This is an optimization exercise on Yosys and OpenROAD, whose aim is small area, a short achievable clock period and few clock cycles, not a production implementation.
Function was checked by simulation only, so behaviour that the tests miss may differ from the original.
In every run shown here, the design's own scripts or RTL, not TritonCTS, make the clock network.
The clock port is modelled as an ideal driver, which makes a skipped or thinned clock tree look cheaper than it is; a real chip needs a root buffer or a tree.
No activity file was given, so power comes from the tool's default toggle rates.

===== flow/standard.sh =====
#!/bin/bash
# synth_recipe.tcl (not shown) runs the flow's synth.tcl, then flattens the netlist and writes it again
# the make line also repeats each setting of config.mk as NAME=value (left out here)
make -C /OpenROAD-flow-scripts/flow DESIGN_CONFIG=/design/flow/config.mk WORK_HOME=/design/flow/orfs CLKGATE_MAP_FILE= SYNTH_SCRIPT=/design/flow/synth_recipe.tcl "${@:-finish}"

===== flow/flow/cts_hook.tcl =====
# Sourced by ORFS's cts.tcl before clock_tree_synthesis (PRE_CTS_TCL). Builds a balanced
# two-level clock tree (4 root buffers on the clock port, 32 leaf buffers, equal register
# shares per leaf) and turns the following clock_tree_synthesis call into a no-op.
source [file join [file dirname [info script]] mytree.tcl]
mytree_build 4 8 2 2 sky130_fd_sc_hd__clkbuf_16
set_propagated_clock [all_clocks]
rename clock_tree_synthesis ""
proc clock_tree_synthesis {args} {
  puts "clock tree built by cts_hook.tcl"
}

===== flow/constraint.sdc =====
create_clock -name core_clock -period 7.0 [get_ports {CLK}]
set_input_delay 1.4000 -clock core_clock [delete_from_list [all_inputs] [get_ports {CLK}]]
set_output_delay 1.4000 -clock core_clock [all_outputs]
set_load 0.01 [all_outputs]

===== flow/design.v =====
`default_nettype none
package mpd_pkg;
  localparam int BYTE_W    = 8;
  localparam int NUM_SLOTS = 4;
  localparam int MEM_DEPTH = 64;
  localparam int HDR_LEN   = 20;
  typedef logic [BYTE_W-1:0]                byte_t;
  typedef logic [$clog2(NUM_SLOTS)-1:0]     slot_t;
  typedef logic [$clog2(MEM_DEPTH)-1:0]     addr_t;
  typedef logic [$clog2(MEM_DEPTH+1)-1:0]   len_t;
  typedef struct packed {
    logic  en;
    logic  first;
    logic  last;
    byte_t data;
  } wr_req_t;
  typedef struct packed {
    logic  en;
    slot_t slot;
    addr_t addr;
  } rd_req_t;
  typedef struct packed {
    logic  en;
    slot_t slot;
  } free_req_t;
  typedef struct packed {
    logic [47:0] dst_mac;
    logic [47:0] src_mac;
    logic [15:0] ether_type;
    logic [47:0] rest;
  } hdr_fields_t;
  typedef union packed {
    hdr_fields_t                fields;
    byte_t [0:HDR_LEN-1]        lanes;
  } hdr_u;
endpackage
`default_nettype wire
`default_nettype none
module mpd_top (
  input  wire logic           CLK,
  input  wire logic           RST_N,
  input  wire logic           rx_valid,
  input  wire mpd_pkg::byte_t rx_data,
  input  wire logic           rx_last,
  output logic                rx_ready,
  input  wire logic           fw_valid,
  input  wire logic           fw_safe,
  output logic                hdr_valid,
  output mpd_pkg::hdr_u       hdr,
  output logic                tx_valid,
  output mpd_pkg::byte_t      tx_data,
  output logic                tx_last
);
  localparam int AW    = 6;
  localparam int DEPTH = 1 << AW;
  localparam int FW    = 2;
  localparam int NFR   = 1 << FW;
  localparam int HL    = mpd_pkg::HDR_LEN;
  typedef logic [AW:0] ptr_t;
  typedef logic [FW:0] fptr_t;
  function automatic ptr_t inc(input ptr_t v);
    logic c;
    c = 1'b1;
    for (int i = 0; i <= AW; i++) begin
      inc[i] = v[i] ^ c;
      c      = c & v[i];
    end
  endfunction
  mpd_pkg::byte_t mem [DEPTH];
  logic           acc;
  logic           a_infr;      
  ptr_t           wp;          
  ptr_t           wp1;
  logic [4:0]     hcnt;
  logic [4:0]     hidx;
  assign acc  = rx_valid && rx_ready;
  assign wp1  = inc(wp);
  assign hidx = a_infr ? hcnt : 5'd0;
  always_ff @(posedge CLK) begin
    if (acc)
      mem[wp[AW-1:0]] <= rx_data;
  end
  mpd_pkg::byte_t zd;
  assign zd = a_infr ? rx_data : '0;
  always_ff @(posedge CLK) begin
    if (acc && !a_infr)
      hdr.lanes[0] <= rx_data;
    for (int i = 1; i < HL; i++) begin
      if (acc && (!a_infr || hcnt == 5'(i)))
        hdr.lanes[i] <= zd;
    end
    if (acc)
      hcnt <= (hidx == 5'(HL)) ? hidx : hidx + 1'b1;
  end
  ptr_t  fq_end  [NFR];
  logic  fq_safe [NFR];
  fptr_t fwp;                  
  fptr_t fdp;                  
  fptr_t frp;                  
  always_ff @(posedge CLK) begin
    if (acc && rx_last)
      fq_end[fwp[FW-1:0]] <= wp1;
    if (fw_valid)
      fq_safe[fdp[FW-1:0]] <= fw_safe;
  end
  ptr_t  rp;
  ptr_t  rp1;
  ptr_t  rp2;
  logic  full_b;               
  logic  near_b;               
  assign rp1    = inc(rp);
  assign rp2    = inc(rp1);
  assign full_b = wp[AW-1:0] == rp[AW-1:0] && wp[AW] != rp[AW];
  assign near_b = wp1[AW-1:0] == rp[AW-1:0] && wp1[AW] != rp[AW];
  ptr_t  rp_n;
  ptr_t  cur_end;
  ptr_t  end_n;
  ptr_t  head_end;
  logic  head_safe;
  logic  head_rdy;
  logic  h_dec;                
  logic  h_safe;               
  fptr_t ndec;                 
  fptr_t frp1;
  assign ndec = fdp - frp;
  assign frp1 = frp + 1'b1;
  logic  busy;
  logic  at_last;              
  logic  take;
  logic  start;
  logic  send;
  logic  drop;
  logic  last_byte;
  always_ff @(posedge CLK) begin
    if (take)
      h_safe <= (ndec > fptr_t'(1)) ? fq_safe[frp1[FW-1:0]] : fw_safe;
    else
      h_safe <= (ndec != '0) ? fq_safe[frp[FW-1:0]] : fw_safe;
  end
  assign head_end  = fq_end[frp[FW-1:0]];
  assign head_safe = h_safe;
  assign head_rdy  = h_dec;
  assign take      = head_rdy && (!busy || at_last);
  assign start     = take && head_safe && !busy;
  assign send      = busy || start;
  assign drop      = take && !head_safe;
  assign last_byte = busy ? at_last : rp1 == head_end;
  assign rp_n      = drop ? head_end : send ? rp1 : rp;
  assign end_n     = (take && head_safe) ? head_end : cur_end;
  localparam int GW = AW / 2;
  localparam int NG = 1 << GW;
  logic [NG-1:0]  rs_lo;       
  logic [NG-1:0]  rs_hi;       
  mpd_pkg::byte_t grp [NG];
  mpd_pkg::byte_t rd_byte;
  always_comb begin
    rd_byte = '0;
    for (int g = 0; g < NG; g++) begin
      grp[g] = '0;
      for (int i = 0; i < NG; i++)
        grp[g] = grp[g] | (mem[g*NG+i] & {8{rs_lo[i]}});
      rd_byte = rd_byte | (grp[g] & {8{rs_hi[g]}});
    end
  end
  always_ff @(posedge CLK or negedge RST_N) begin
    if (!RST_N) begin
      rs_lo <= NG'(1);
      rs_hi <= NG'(1);
    end else begin
      for (int i = 0; i < NG; i++) begin
        rs_lo[i] <= rp_n[GW-1:0] == GW'(i);
        rs_hi[i] <= rp_n[AW-1:GW] == GW'(i);
      end
    end
  end
  always_ff @(posedge CLK) begin
    tx_data <= rd_byte;
    cur_end <= end_n;
    at_last <= rp2 == end_n;
  end
  fptr_t nfq;
  logic  a_infr_n;
  logic  room_byte;
  logic  room_frame;
  logic  h_dec_n;
  logic  busy_n;
  assign h_dec_n = fw_valid || ndec > fptr_t'(1) || (ndec == fptr_t'(1) && !take);
  assign busy_n  = (take && head_safe) ? !(start && last_byte) : (busy && !at_last);
  assign nfq        = fwp - frp;
  assign a_infr_n   = acc ? !rx_last : a_infr;
  assign room_byte  = busy_n || h_dec_n ||
                      ((send || drop) ? !(full_b && acc) : !(full_b || (near_b && acc)));
  assign room_frame = take || !(nfq == fptr_t'(NFR) || (nfq == fptr_t'(NFR - 1) && acc && rx_last));
  always_ff @(posedge CLK or negedge RST_N) begin
    if (!RST_N) begin
      rx_ready  <= 1'b0;
      a_infr    <= 1'b0;
      wp        <= '0;
      hdr_valid <= 1'b0;
      fwp       <= '0;
      fdp       <= '0;
      frp       <= '0;
      h_dec     <= 1'b0;
      rp        <= '0;
      busy      <= 1'b0;
      tx_valid  <= 1'b0;
      tx_last   <= 1'b0;
    end else begin
      rx_ready  <= room_byte && (a_infr_n || room_frame);
      a_infr    <= a_infr_n;
      if (acc)
        wp <= wp1;
      if (acc && rx_last)
        fwp <= fwp + 1'b1;
      hdr_valid <= acc && rx_last;
      if (fw_valid)
        fdp <= fdp + 1'b1;
      if (take)
        frp <= frp + 1'b1;
      h_dec <= h_dec_n;
      rp <= rp_n;
      busy <= busy_n;
      tx_valid <= send;
      tx_last  <= send && last_byte;
    end
  end
endmodule
`default_nettype wire

===== flow/flow/mytree.tcl =====
# Two-level clock tree: the clock port drives NROOT root buffers, each root drives the
# leaf buffers of one part of the core, each leaf drives an equal share of the registers.
proc mytree_build {ncol nrow rcol rrow bufname} {
  set db [ord::get_db]
  set block [ord::get_db_block]
  set master [$db findMaster $bufname]
  set clk [$block findNet CLK]
  # Register clock pins on the clock net
  set sinks {}
  foreach it [$clk getITerms] {
    set inst [$it getInst]
    set bb [$inst getBBox]
    set x [expr {([$bb xMin] + [$bb xMax]) / 2}]
    set y [expr {([$bb yMin] + [$bb yMax]) / 2}]
    lappend sinks [list $x $y $it]
  }
  set n [llength $sinks]
  puts "mytree: $n sinks, $ncol x $nrow leaves, $rcol x $rrow roots"
  # Columns by x, then rows by y inside each column, equal counts
  set sinks [lsort -integer -index 0 $sinks]
  set leaves {}
  for {set c 0} {$c < $ncol} {incr c} {
    set a [expr {$c * $n / $ncol}]
    set b [expr {($c + 1) * $n / $ncol - 1}]
    set col [lsort -integer -index 1 [lrange $sinks $a $b]]
    set m [llength $col]
    for {set r 0} {$r < $nrow} {incr r} {
      set a2 [expr {$r * $m / $nrow}]
      set b2 [expr {($r + 1) * $m / $nrow - 1}]
      lappend leaves [list $c $r [lrange $col $a2 $b2]]
    }
  }
  # Root buffers
  set roots {}
  for {set i 0} {$i < $rcol * $rrow} {incr i} {
    set rnet [odb::dbNet_create $block "clknet_root_$i"]
    $rnet setSigType CLOCK
    set rinst [odb::dbInst_create $block $master "clkbuf_root_$i"]
    [$rinst findITerm A] connect $clk
    [$rinst findITerm X] connect $rnet
    lappend roots [list $rinst $rnet 0 0 0]
  }
  set li 0
  foreach lf $leaves {
    lassign $lf c r group
    set sx 0; set sy 0
    foreach s $group { incr sx [lindex $s 0]; incr sy [lindex $s 1] }
    set k [llength $group]
    set cx [expr {$sx / $k}]; set cy [expr {$sy / $k}]
    set ri [expr {($c * $rcol / $ncol) * $rrow + ($r * $rrow / $nrow)}]
    lassign [lindex $roots $ri] rinst rnet rx ry rk
    set lnet [odb::dbNet_create $block "clknet_leaf_$li"]
    $lnet setSigType CLOCK
    set linst [odb::dbInst_create $block $master "clkbuf_leaf_$li"]
    [$linst findITerm A] connect $rnet
    [$linst findITerm X] connect $lnet
    $linst setLocation $cx $cy
    $linst setPlacementStatus PLACED
    foreach s $group {
      set it [lindex $s 2]
      $it disconnect
      $it connect $lnet
    }
    lset roots $ri [list $rinst $rnet [expr {$rx + $cx}] [expr {$ry + $cy}] [expr {$rk + 1}]]
    incr li
  }
  foreach rt $roots {
    lassign $rt rinst rnet rx ry rk
    $rinst setLocation [expr {$rx / $rk}] [expr {$ry / $rk}]
    $rinst setPlacementStatus PLACED
  }
}

===== flow/config.mk =====
export PLATFORM = sky130hd
export DESIGN_NAME = mpd_top
export DESIGN_NICKNAME = mpd_top
export VERILOG_FILES = /design/flow/design.v
export SDC_FILE = /design/flow/constraint.sdc
export NUM_CORES = 4
export LEC_CHECK = 0
export CAP_MARGIN = 20
export CORE_MARGIN = 2
export CORE_UTILIZATION = 70
export CTS_BUF_LIST = sky130_fd_sc_hd__clkbuf_16
export CTS_CLUSTER_DIAMETER = 100
export CTS_CLUSTER_SIZE = 24
export PLACE_DENSITY = 0.8
export SETUP_SLACK_MARGIN = 4.65
export SLEW_MARGIN = 20

===== flow/flow/run.sh =====
#!/bin/bash
# The standard layout (the standard.sh), with the clock tree built by flow/cts_hook.tcl
# instead of TritonCTS. ORFS keeps each step's log under orfs/logs; make's own output goes
# to standard.log.
set -euo pipefail
export PRE_CTS_TCL="$PWD/flow/cts_hook.tcl"
bash standard.sh > standard.log 2>&1

==> results.ini, run 1 <==
[final_layout]
final_common_cell = edfxtp_1
layout_common_cells = 709 x edfxtp_1, 288 x a22oi_1, 163 x buf_2, 74 x nand4_1, 65 x nor2_4
final_util = 0.811
drive_above_1_share = 0.249
synthToLayoutAreaGrowth_pct = 14.0
nets = 1848
num_antenna_cells = 0
stdcell_count = 2328

[setup_path]
crit_path_end_kind = output port
r2r-start = wp[4]
critical_path_class = reg2out
cp-start-kind = register
cpMaxStageDelayCell = edfxtp_1
regToRegEndpoint = mem[24][1]
worstPathMaxFanout = 1
arrival_ns = 1.05
crit_buf_inv = 1
r2r_setup_slack_ns = 4.67
cpPeakStageDelay_ns = 0.49
reg2reg_depth = 2
crit_family = flip-flops
crit_chain = buf_2
required_ns = 5.60

[global_route]
grt_max_degree = 67
antenna_found_initial = 0
grt_pass1_wl_um = 104000
track_usage = 0.343
grt_remaining_overflow = 0
grt_pass1_vias = 15700

[drt]
wl_per_cell_um = 31.1
drt_iter0_markers = 2218
drtPass1Iterations = 6
top_layer_used = met4
wl_met1_um = 25800
vias = 16500
met2_length_um = 34900
vias_per_cell = 7.07
drt_drc_violations_left = 0
ant_nets = 0
wirelength_um = 72400
met3WireLength_um = 8570

[place]
io_buffers = 185
dpl.hpwl_um = 43200
post-place-cells = 2251
gp_congestion = 0.924

[logic_synthesis]
synth_top_area_cell = edfxtp_1
netlist_area_um2 = 28300
syn_area_per_cell_um2 = 17.6
yosysWarnings = 2
synth_area_leaders = edfxtp_1 75%, a22oi_1 7.6%, dfrtp_1 3.9%
synth_edf_count = 709
syn_nets = 1653
synth-seq-cells = 772
async_reset_ff_frac = 0.0596
synthDominantCellAreaShare = 0.751
synthCells = 1610
ys_seq_area_frac = 0.804
yosysUniqueCellTypes = 52
synth_ff_type = edfxtp_1

[timing]
worst_pin_slew_ns = 1.05
slew-limit-headroom = 0.301
tns_ns = 0
slew_viol_final = 0
finalCritPeriodShare = 0.350
clock_skew_ns = 0.0234
fin_hold_ws_ns = 0.516
rsz0062_at_grt = yes
period_minus_slack_ns = 2.45
finalSetupViolCount = 0
hold_viol_final = 0
fmax_mhz = 408

[power_and_ir_drop]
p_seq_frac = 0.518
power.switching_mw = 3.74
clockPowerShare = 0.190
leakage_nw = 10.5
finalPower_mw = 11.4
power.density_nw_per_um2 = 354
combPwrFrac = 0.291
p_int_mw = 7.69
swShare = 0.327
ir_drop_v = 0.000207

[floorplanning]
initial_core_util = 0.712
rows = 73
io_pins = 186
core_area_um2 = 39800
fp.dieH_um = 205
die_area_um2 = 42100
dieWidth_um = 205

[cts]
insertion_delay_ns = 0.38
cts_hold_buf = 0
clk_pin_slew_ns = 0.09

[worst_hold_path]
hold_path_class = reg2reg
whs_endpoint = cur_end[5]
hold_start = cur_end[5]
hold_path_depth = 1

[run_status]
status = complete, no violations

[job]
max_cap_violations = 0

-- cell families after synthesis --
| kind of cell | share of synthesized area |
|---|---|
| AO/OA/AOI/OAI | 0.0861 |
| AND/OR/NAND/NOR | 0.0545 |
| multiplexers | 0.0139 |
| adder cells (fa/ha/maj) | 0.0133 |
| buffers and inverters | 0.0153 |
| XOR/XNOR | 0.0128 |
| flip-flops | 0.804 |
-- metal layers --
metal | up-vias | global-route usage
met2 | 1342 | 0.544
met3 | 215 | 0.0470
met5 | - | 0
li1 | 6800 | -
met1 | 8095 | 0.510
met4 | 0 | 0.108
-- power by group through the flow --
stage	combinational, mW	sequential, mW	clock, mW
4_1_cts	3.15	5.91	2.15
5_1_grt	3.53	5.96	2.31
3_5_place_dp	2.95	6.04	0
6_report	3.33	5.92	2.18
2_1_floorplan	1.87	5.93	0
3_3_place_gp	2.87	6.03	0
-- state kept, by name (all words and copies together) (netlist names), 3 cells and up --
| signal | flops |
|---|---|
| hcnt | 5 |
| wp | 7 |
| tx_data | 8 |
| fq_safe | 4 |
| rp | 7 |
| fq_end | 28 |
| mem | 512 |
| fdp | 3 |
| rs_hi | 8 |
| rs_lo | 8 |
| cur_end | 7 |
| frp | 3 |
| hdr | 160 |
| fwp | 3 |
-- synth_stat cells (all sizes together) (2+ instances only) --
| library cell | instances |
|---|---|
| a21oi | 9 |
| a22o | 2 |
| a22oi | 288 |
| a31oi | 2 |
| and2 | 20 |
| and3 | 3 |
| buf | 21 |
| clkbuf | 66 |
| dfrtp | 44 |
| dfstp | 2 |
| dfxtp | 17 |
| edfxtp | 709 |
| fa | 2 |
| ha | 27 |
| inv | 20 |
| mux2 | 9 |
| mux2i | 6 |
| mux4 | 9 |
| nand2 | 51 |
| nand2b | 11 |
| nand3 | 18 |
| nand3b | 6 |
| nand4 | 74 |
| nand4b | 2 |
| nor2 | 88 |
| nor2b | 6 |
| nor3 | 4 |
| nor3b | 2 |
| nor4 | 3 |
| nor4b | 2 |
| o21ai | 27 |
| o31ai | 2 |
| or2 | 4 |
| or3 | 3 |
| or3b | 2 |
| xnor2 | 21 |
| xor2 | 18 |
-- through the flow --
stage	cell area (µm²)	setup slack, ns
after floorplan	28900	4.40
after global placement	31200	3.18
after detailed placement	31200	3.09
after CTS	32100	4.61
after global routing	32300	4.51
final	32300	4.55
-- area by class of cell --
class / instances / area, µm²
flip-flops and latches: 772 / 22800
fillers: 2037 / 7510
multi-input cells: 731 / 6220
repair buffers: 244 / 1640
plain buffers: 36 / 901
well taps: 525 / 657
inverters: 20 / 86.3
-- how the worst max path moves through the flow --
stage / startpoint / to / slack [ns] / depth (start not counted)
after detailed placement: rx_valid / mem[0][2] / 3.09 / 5
final: hdr[103] / hdr[103] / 4.55 / 1
after CTS: hdr[100] / hdr[100] / 4.61 / 1
after global routing: hdr[103] / hdr[103] / 4.51 / 1
after global placement: rx_valid / mem[42][3] / 3.18 / 5
after floorplan: rx_valid / hdr[100] / 4.40 / 5
-- repair_timing --
item,CTS,global route
setup endpoints to repair,1053,472
resized for setup,794,44
buffers inserted,29,12
pin swaps,33,24
Testbench counts, summed over its fixed seeds: cycles 46,082.
==> run 2, diff against run 1 <==
--- a/flow/config.mk
+++ b/flow/config.mk
@@ -7,10 +7,10 @@
 export LEC_CHECK = 0
 export CAP_MARGIN = 20
 export CORE_MARGIN = 2
-export CORE_UTILIZATION = 70
+export CORE_UTILIZATION = 65
 export CTS_BUF_LIST = sky130_fd_sc_hd__clkbuf_16
 export CTS_CLUSTER_DIAMETER = 100
 export CTS_CLUSTER_SIZE = 24
-export PLACE_DENSITY = 0.8
-export SETUP_SLACK_MARGIN = 4.65
+export PLACE_DENSITY = 0.75
+export SETUP_SLACK_MARGIN = 4.6
 export SLEW_MARGIN = 20
==> run 2 against run 1 <==
- still clean on timing, DRC and antenna
- clock power about the same
- via count decreased by 2.6%
- critical path depth unchanged
- highest routed layer unchanged
==> results.ini, run 2 <==
[logic_synthesis]
synth_ff_type = edfxtp_1
synthDominantCellAreaShare = 0.751  ; unchanged
synth-seq-cells = 772  ; unchanged
synth_top_area_cell = edfxtp_1
syn_nets = 1653  ; unchanged
netlist_area_um2 = 28300  ; unchanged
synth_edf_count = 709  ; unchanged
synth.most_common_cell = edfxtp_1
syn_area_per_cell_um2 = 17.6  ; unchanged
synthCells = 1610  ; unchanged
synth_top_cells_by_count = 709 x edfxtp_1, 288 x a22oi_1, 88 x nor2_1, 74 x nand4_1, 65 x clkbuf_1
ys_seq_area_frac = 0.804  ; unchanged
yosysWarnings = 2  ; unchanged
async_reset_ff_frac = 0.0596  ; unchanged
yosysUniqueCellTypes = 52  ; unchanged
synth_area_leaders = edfxtp_1 75%, a22oi_1 7.6%, dfrtp_1 3.9%

[global_route]
antenna_found_initial = 0  ; unchanged
grt_pass1_wl_um = 101000  ; -3.3%
grt_remaining_overflow = 0  ; unchanged
track_usage = 0.309  ; -0.0343
grt_pass1_vias = 15500  ; -1.4%
grt_max_degree = 67  ; unchanged

[setup_path]
critical_path_class = reg2out
crit_chain = buf_6
worstPathMaxFanout = 1  ; unchanged
crit_buf_inv = 1  ; unchanged
crit_path_end_kind = output port
cp-start-kind = register
critical_path_depth = 1  ; unchanged
crit_family = flip-flops
cpPeakStageDelay_ns = 0.46  ; -0.03 ns
reg2reg_depth = 5  ; +3
required_ns = 5.60  ; about the same
cpMaxStageDelayCell = edfxtp_1
arrival_ns = 0.99  ; -0.06 ns
r2r_setup_slack_ns = 4.62  ; -0.05 ns

[floorplanning]
dieWidth_um = 213  ; +3.7%
rows = 76  ; +4.1%
io_pins = 186  ; unchanged
die_area_um2 = 45300  ; +7.5%
fp.dieH_um = 213  ; +3.7%
core_area_um2 = 43100  ; +8.2%
initial_core_util = 0.658  ; -0.0537

[drt]
wirelength_um = 70400  ; -2.7%
wl_per_cell_um = 29.5  ; -5.1%
drtPass1Iterations = 7  ; +1
drt_iter0_markers = 2412  ; +8.7%
vias_per_cell = 6.71  ; -5.1%
ant_nets = 0  ; unchanged
drt_drc_violations_left = 0  ; unchanged
vias = 16000  ; -2.6%

[timing]
period_minus_slack_ns = 2.39  ; -0.0648 ns
finalSetupViolCount = 0  ; unchanged
hold_viol_final = 0  ; unchanged
fin_hold_ws_ns = 0.494  ; -0.0215 ns
rsz0062_at_grt = yes
tns_ns = 0  ; unchanged
slew-limit-headroom = 0.296  ; -0.00497
fmax_mhz = 419  ; +2.7%
finalCritPeriodShare = 0.341  ; -0.00926
clock_skew_ns = 0.0184  ; -0.00505 ns
slew_viol_final = 0  ; unchanged
worst_pin_slew_ns = 1.06  ; +0.00745 ns

[worst_hold_path]
hold_path_class = reg2reg
hold_path_depth = 1  ; unchanged

[place]
dpl.hpwl_um = 42900  ; -0.70%
post-place-cells = 2313  ; +2.8%
gp_congestion = 0.920  ; -0.39%
placed_area_um2 = 31200  ; +0.20%
io_buffers = 185  ; unchanged

[final_layout]
num_antenna_cells = 0  ; unchanged
layout_common_cells = 709 x edfxtp_1, 288 x a22oi_1, 124 x buf_2, 74 x nand4_1, 65 x nor2_4
nets = 1848  ; unchanged
stdcell_count = 2388  ; +2.6%
final_common_cell = edfxtp_1
regArea_um2 = 22800  ; about the same
synthToLayoutAreaGrowth_pct = 14.1
largest_reg_flops = 512  ; unchanged
drive_above_1_share = 0.241  ; -0.00832
multi_input_area_um2 = 6220  ; about the same
final_util = 0.751  ; -0.0605
nFillCells = 2533  ; +24%
design_area_um2 = 32300  ; +0.10%

[job]
max_cap_violations = 0  ; unchanged

[run_status]
status = complete, no violations

[cts]
clk_pin_slew_ns = 0.10  ; about the same
insertion_delay_ns = 0.38  ; about the same
cts_hold_buf = 0  ; unchanged

[power_and_ir_drop]
power.density_nw_per_um2 = 353  ; -0.33%
ir_drop_v = 0.000187  ; -9.5%
leakage_nw = 10.5  ; -0.20%

run 2: cell counts after synthesis:
Identical to the previous run, type by type.
run 2: through the flow:
step | setup slack (ns) | power [mW]
CTS | 4.57 | 11.2
finish | 4.61 | 11.4
detailed placement | 3.13 | 9.01
floorplan | 4.40 | 7.79
global placement | 3.21 | 8.94
global route | 4.59 | 11.8
run 2: worst paths after layout:
path	startpoint	endpoint
setup / recovery	hdr[102]	hdr[102]
hold / removal	fwp[2]	fwp[2]
setup reg to reg	rs_lo[0]	tx_data[2]
hold reg to reg	fwp[2]	fwp[2]
max in group asynchronous	RST_N	wp[1]
min in group asynchronous	RST_N	fdp[1]
run 2: what timing repair did:
item	in CTS	in global routing
pin swaps	21	19
setup buffers	22	17
setup endpoints to repair	1003	519
resized for setup	649	103
run 2: kinds of logic after synthesis:
logic type                 Yosys count  share of synthesized area
AOI/OAI and AO/OA                  337                     0.0861
xor gates and xnor gates            40                     0.0128
adders and majority gates           29                     0.0133
buffers and inverters              107                     0.0153
DFF                                772                      0.804
muxes                               24                     0.0139
and+or+nand+nor                    301                     0.0545
run 2: power breakdown:
group / switching (mW) / internal [mW] / total [mW]
sequential: 0.331 / 5.60 / 5.93
combinational: 2.13 / 1.17 / 3.30
clock: 1.25 / 0.927 / 2.17
total: 3.70 / 7.70 / 11.4
run 2: final cells by class:
class | count | area share
Buffer | 36 | 0.0279
Inverter | 20 | 0.00248
Multi-Input combinational cell | 731 | 0.192
Sequential cell | 772 | 0.705
Tap cell | 585 | 0.0226
Timing Repair Buffer | 244 | 0.0494
run 2: per-layer routing:
metal | wire, µm | up-vias | GRT usage
met2 | 33700 | 1118 | 0.489
met5 | 0 | - | 0
met1 | 26400 | 7976 | 0.452
met4 | 2430 | 0 | 0.0904
li1 | - | 6784 | -
met3 | 7930 | 139 | 0.0519
run 2: worst register-to-register path: cells and delay by family, from the launching register on:
| kind | cells | cell delay [ns] |
|---|---|---|
| AO/OA/AOI/OAI | 2 | 0.81 |
| flip-flops | 1 | 0.57 |
| AND/OR/NAND/NOR | 2 | 0.46 |
| buffers and inverters | 1 | 0.35 |

-- port drivers added, routing unchanged --
How much do the figures lean on ideal ports? The routed layouts below were timed once more, with nothing changed but the port constraints. Step 1 sets driving cells, clkbuf_16 on the clock port and buf_2 on the other inputs (assumed; they add their load-dependent delay and slew). Step 2 also shifts input and output timing later by t, the mid clock arrival at the registers, as if the neighbouring blocks saw the same clock. Three values: ideal ports, drivers, drivers and shift; two values: the first two.
run | shift t [ns] | setup WS [ns] | worst data-port slew with drivers (ns)
run 1 | 0.494 | 4.547 / 4.426 / 4.186 | 0.07
run 2 | 0.497 | 4.612 / 4.484 / 4.220 | 0.04
After both steps setup and hold are still met in every run listed. The setup slack of run 2, which loses most, moves by -0.128 ns with the drivers and by -0.392 ns with both steps.
